Background: an optimization exercise with open tools, aiming at small area, a short achievable clock period and few clock cycles per item. Do not read the settings as production practice.
RTL that was checked went through simulation tests only; none was proved equivalent to the original.

==> module cv_add, before the edit <==
module cv_add #(
  parameter int W = 8
) (
  input  logic [W-1:0] a,
  input  logic [W-1:0] b,
  input  logic         ci,
  output logic [W-1:0] s
);
  localparam int L = (W > 1) ? $clog2(W) : 1;
  logic [(L+1)*W-1:0] g, p;
  assign p[W-1:0] = a ^ b;
  assign g[W-1:0] = (a & b) | {{(W-1){1'b0}}, (a[0] ^ b[0]) & ci};
  for (genvar l = 0; l < L; l++) begin : g_lvl
    for (genvar i = 0; i < W; i++) begin : g_bit
      if ((i >> l) & 1) begin : g_op
        localparam int J = ((i >> (l + 1)) << (l + 1)) + (1 << l) - 1;
        assign g[(l+1)*W+i] = g[l*W+i] | (p[l*W+i] & g[l*W+J]);
        assign p[(l+1)*W+i] = p[l*W+i] & p[l*W+J];
      end else begin : g_pass
        assign g[(l+1)*W+i] = g[l*W+i];
        assign p[(l+1)*W+i] = p[l*W+i];
      end
    end
  end
  if (W > 1) begin : g_sum
    assign s = p[W-1:0] ^ {g[L*W +: W-1], ci};
  end else begin : g_sum1
    assign s = p[0] ^ ci;
  end
endmodule
==> flow/config.mk <==
export PLATFORM = sky130hd
export DESIGN_NAME = cordic_vector
export DESIGN_NICKNAME = cordic_vector
export VERILOG_FILES = /design/flow/design.v
export SDC_FILE = /design/flow/constraint.sdc
export NUM_CORES = 4
export LEC_CHECK = 0
export CAP_MARGIN = 20
export CORE_MARGIN = 2
export CORE_UTILIZATION = 45
export SLEW_MARGIN = 20
==> flow/constraint.sdc <==
create_clock -name core_clock -period 12.0 [get_ports {clk}]
set_input_delay 2.4000 -clock core_clock [delete_from_list [all_inputs] [get_ports {clk}]]
set_output_delay 2.4000 -clock core_clock [all_outputs]
set_load 0.01 [all_outputs]
standard.sh (not shown) runs the stock make flow with config.mk's settings and CLKGATE_MAP_FILE= SYNTH_SCRIPT=/design/flow/synth_recipe.tcl, a recipe that flattens the netlist after the stock synthesis.
==> flow/flow/run.sh <==
#!/bin/bash
# The standard layout, with the resizer allowed to change cell footprints and asked for
# more setup slack than the constraint needs, so that it shortens the critical paths.
set -euo pipefail
bash standard.sh synth > synth.log 2>&1
bash standard.sh MATCH_CELL_FOOTPRINT=0 SETUP_SLACK_MARGIN=8.1 finish > layout.log 2>&1
Then changed:
--- a/flow/design.v
+++ b/flow/design.v
@@ -954,22 +954,21 @@
 ) (
   input  logic [W-1:0] a,
   input  logic [W-1:0] b,
   input  logic         ci,
   output logic [W-1:0] s
 );
-  localparam int L = (W > 1) ? $clog2(W) : 1;
+  localparam int L = (W > 32) ? 6 : (W > 16) ? 5 : (W > 8) ? 4 : (W > 4) ? 3 : (W > 2) ? 2 : 1;
   logic [(L+1)*W-1:0] g, p;
   assign p[W-1:0] = a ^ b;
   assign g[W-1:0] = (a & b) | {{(W-1){1'b0}}, (a[0] ^ b[0]) & ci};
   for (genvar l = 0; l < L; l++) begin : g_lvl
     for (genvar i = 0; i < W; i++) begin : g_bit
-      if ((i >> l) & 1) begin : g_op
-        localparam int J = ((i >> (l + 1)) << (l + 1)) + (1 << l) - 1;
-        assign g[(l+1)*W+i] = g[l*W+i] | (p[l*W+i] & g[l*W+J]);
-        assign p[(l+1)*W+i] = p[l*W+i] & p[l*W+J];
+      if (i >= (1 << l)) begin : g_op
+        assign g[(l+1)*W+i] = g[l*W+i] | (p[l*W+i] & g[l*W+i-(1<<l)]);
+        assign p[(l+1)*W+i] = p[l*W+i] & p[l*W+i-(1<<l)];
       end else begin : g_pass
         assign g[(l+1)*W+i] = g[l*W+i];
         assign p[(l+1)*W+i] = p[l*W+i];
       end
     end
   end
Design area goes up by 3.0%. Clock-buffer cell count goes down by 7. Cell count goes up by 8.5%. Fmax goes up by 1.1%. Wire length goes up by 14%. Hold slack loses 0.023 ns. Global-route usage goes up by 1.5 points. Non-clock buffer count goes down by 105. Die area goes up by 4.4%.
Testbench counts after the change, summed over its fixed seeds: cycles 2,320, items 2,048.
Function not checked in the first run of this note: the RTL went through the layout flow alone.

* * *

Another version of the RTL of cordic_vector (not shown whole).
Size in the first run: roughly 2600 flip-flops, about 130 I/O pins, roughly 0.14 mm^2 of cells after synthesis.
clock: 12.0 ns
lec_check: 0
cap_margin: 20
core_margin: 2
core_utilization: 45
cts_cluster_diameter: 120
cts_cluster_size: 25
slew_margin: 20
Scripts as last shown in full above: flow/flow/run.sh
The baseline went through all stages and came out clean.
Testbench counts at the start, summed over its fixed seeds: cycles 2,320, items 2,048.
Rerun with:
--- a/flow/design.v
+++ b/flow/design.v
@@ -821,35 +821,35 @@
     y31 <= y_31_31;
     c31 <= c_31_31;
     q31 <= q30;
     dd31 <= {dd30};
   end
   logic [3:0] cf;
   assign cf = c31 + {3'b0, y31[8]};
   logic [55:0] pp0;
-  assign pp0 = ~({23'b0, x31} << 0);
+  assign pp0 = {23'b0, ~x31} << 0;
   logic [55:0] pp3;
-  assign pp3 = ~({23'b0, x31} << 3);
+  assign pp3 = {23'b0, ~x31} << 3;
   logic [55:0] pp7;
   assign pp7 = {23'b0, x31} << 7;
   logic [55:0] pp9;
   assign pp9 = {23'b0, x31} << 9;
   logic [55:0] pp11;
-  assign pp11 = ~({23'b0, x31} << 11);
+  assign pp11 = {23'b0, ~x31} << 11;
   logic [55:0] pp14;
-  assign pp14 = ~({23'b0, x31} << 14);
+  assign pp14 = {23'b0, ~x31} << 14;
   logic [55:0] pp17;
-  assign pp17 = ~({23'b0, x31} << 17);
+  assign pp17 = {23'b0, ~x31} << 17;
   logic [55:0] pp20;
   assign pp20 = {23'b0, x31} << 20;
   logic [55:0] pp22;
   assign pp22 = {23'b0, x31} << 22;
   logic [55:0] ppc;
-  assign ppc = (cf[3] ? (cf[2] ? (cf[1] ? (cf[0] ? 56'h000000048DECFE : 56'h00000004403287) : (cf[0] ? 56'h00000003F27810 : 56'h00000003A4BD99)) : (cf[1] ? (cf[0] ? 56'h00000003570322 : 56'h000000030948AB) : (cf[0] ? 56'h00000002BB8E34 : 56'h000000026DD3BD))) : (cf[2] ? (cf[1] ? (cf[0] ? 56'h00000002201946 : 56'h00000001D25ECF) : (cf[0] ? 56'h0000000184A458 : 56'h0000000136E9E1)) : (cf[1] ? (cf[0] ? 56'h00000000E92F6A : 56'h000000009B74F3) : (cf[0] ? 56'h000000004DBA7C : 56'h00000000000005))));
+  assign ppc = (cf[3] ? (cf[2] ? (cf[1] ? (cf[0] ? 56'hFB6FEE04903502 : 56'hFB6FEE04427A8B) : (cf[0] ? 56'hFB6FEE03F4C014 : 56'hFB6FEE03A7059D)) : (cf[1] ? (cf[0] ? 56'hFB6FEE03594B26 : 56'hFB6FEE030B90AF) : (cf[0] ? 56'hFB6FEE02BDD638 : 56'hFB6FEE02701BC1))) : (cf[2] ? (cf[1] ? (cf[0] ? 56'hFB6FEE0222614A : 56'hFB6FEE01D4A6D3) : (cf[0] ? 56'hFB6FEE0186EC5C : 56'hFB6FEE013931E5)) : (cf[1] ? (cf[0] ? 56'hFB6FEE00EB776E : 56'hFB6FEE009DBCF7) : (cf[0] ? 56'hFB6FEE00500280 : 56'hFB6FEE00024809))));
   logic [55:0] pm_s0_0, pm_c0_0;
   assign pm_s0_0 = pp0 ^ pp3 ^ pp7;
   assign pm_c0_0 = ((pp0 & pp3) | (pp0 & pp7) | (pp3 & pp7)) << 1;
   logic [55:0] pm_s0_3, pm_c0_3;
   assign pm_s0_3 = pp9 ^ pp11 ^ pp14;
   assign pm_c0_3 = ((pp9 & pp11) | (pp9 & pp14) | (pp11 & pp14)) << 1;
   logic [55:0] pm_s0_6, pm_c0_6;
   assign pm_s0_6 = pp17 ^ pp20 ^ pp22;
@@ -880,35 +880,35 @@
                  dd31[18], dd31[19], dd31[20], dd31[21], dd31[22], dd31[23], dd31[24],
                  dd31[25], dd31[26], dd31[27], dd31[28], dd31[29], 1'b1};
   logic [31:0] zs_s0_0, zs_c0_0;
   assign zs_s0_0 = zt1 ^ zt2 ^ zt3;
   assign zs_c0_0 = ((zt1 & zt2) | (zt1 & zt3) | (zt2 & zt3)) << 1;
   logic [31:0] zs_s1_0, zs_c1_0;
   assign zs_s1_0 = zs_s0_0 ^ zs_c0_0 ^ zb;
   assign zs_c1_0 = ((zs_s0_0 & zs_c0_0) | (zs_s0_0 & zb) | (zs_c0_0 & zb)) << 1;
-  logic vm, mc, zf;
+  logic vm, mc;
   logic [55:8] ma, mb;
-  logic [31:0] zha, zhb;
+  logic [31:0] zr;
+  logic [31:0] zs1;
+  cv_add #(.W(32)) u_zs1 (.a(zs_s1_0), .b(zs_c1_0), .ci(1'b0), .s(zs1));
   always_ff @(posedge clk or negedge reset)
     if (!reset) vm <= 1'b0;
     else if (en) vm <= v31;
   always_ff @(posedge clk) if (en) begin
     ma <= pm_s4_0[55:8];
     mb <= pm_c4_0[55:8];
     mc <= plo[8];
-    zha <= zs_s1_0;
-    zhb <= zs_c1_0;
-    zf <= (x31 == 33'd0);
+    zr <= (x31 == 33'd0) ? 32'h0 : zs1;
   end
   logic [55:8] phi;
   assign phi = ma + mb + {47'b0, mc};
   assign mag_n = (phi[55:54] != 2'b00) ? 32'h7FFFFFFF : {1'b0, phi[53:23]};
-  assign zsum = zha + zhb;
-  assign ang_n = zf ? 32'h0 : zsum;
+  assign zsum = zr;
+  assign ang_n = zr;
   logic        rv, kv;
   logic [31:0] ra, rm, ka, km;
   logic        take, incoming, load_r;
   assign en       = ~kv;
   assign take     = rv & out_ready;
   assign incoming = en & vm;
   assign load_r   = ~rv | take;
   logic        rv_d, kv_d, rdy;
The new run ran to the end with no violations.
Synthesized area went down by 0.66%.
Clock skew went down by 0.017 ns.
Critical path depth went up by 9.
Core utilization went up by 0.93 points.
Routed wire length went up by 1.4%.
Synthesized cell count went up by 0.31%.
Global-route usage went up by 0.23 points.
Final area went up by 1.0%.
Testbench counts after the change, summed over its fixed seeds: cycles 2,320, items 2,048.

[static timing again, ports no longer ideal]
No port has a modelled driver above. Below, the same layouts with a new extraction and two added sets of constraints. Step 1 assumes that a clkbuf_16 drives the clock port and a buf_2 every other input. Step 2 times the ports against the registers' clock, not the clock port: input delays grow and output delays shrink by t, the midpoint of the rising clock arrivals with the driver on. Three values: ideal ports, drivers, drivers and shift; two values: the first two.
| run | t, ns | setup WS [ns] | worst setup path at the end | worst data-port slew with drivers (ns) |
|---|---|---|---|---|
| the first run of note 1 | 0.981 | 8.036 / 7.975 / 7.177 | input to register | 0.08 |
| the second run of note 1 | 0.992 | 8.081 / 7.970 / 7.223 | input to register | 0.08 |
| the first run of note 2 | 0.992 | 8.064 / 8.064 / 7.257 | input to register | 0.08 |
| the second run of note 2 | 0.983 | 6.986 / 6.986 / 6.838 | input to register | 0.19 |
After both steps setup and hold are still met in every run listed. The setup slack of the first run of note 1, which loses most, moves by -0.061 ns with the drivers and by -0.859 ns with both steps.
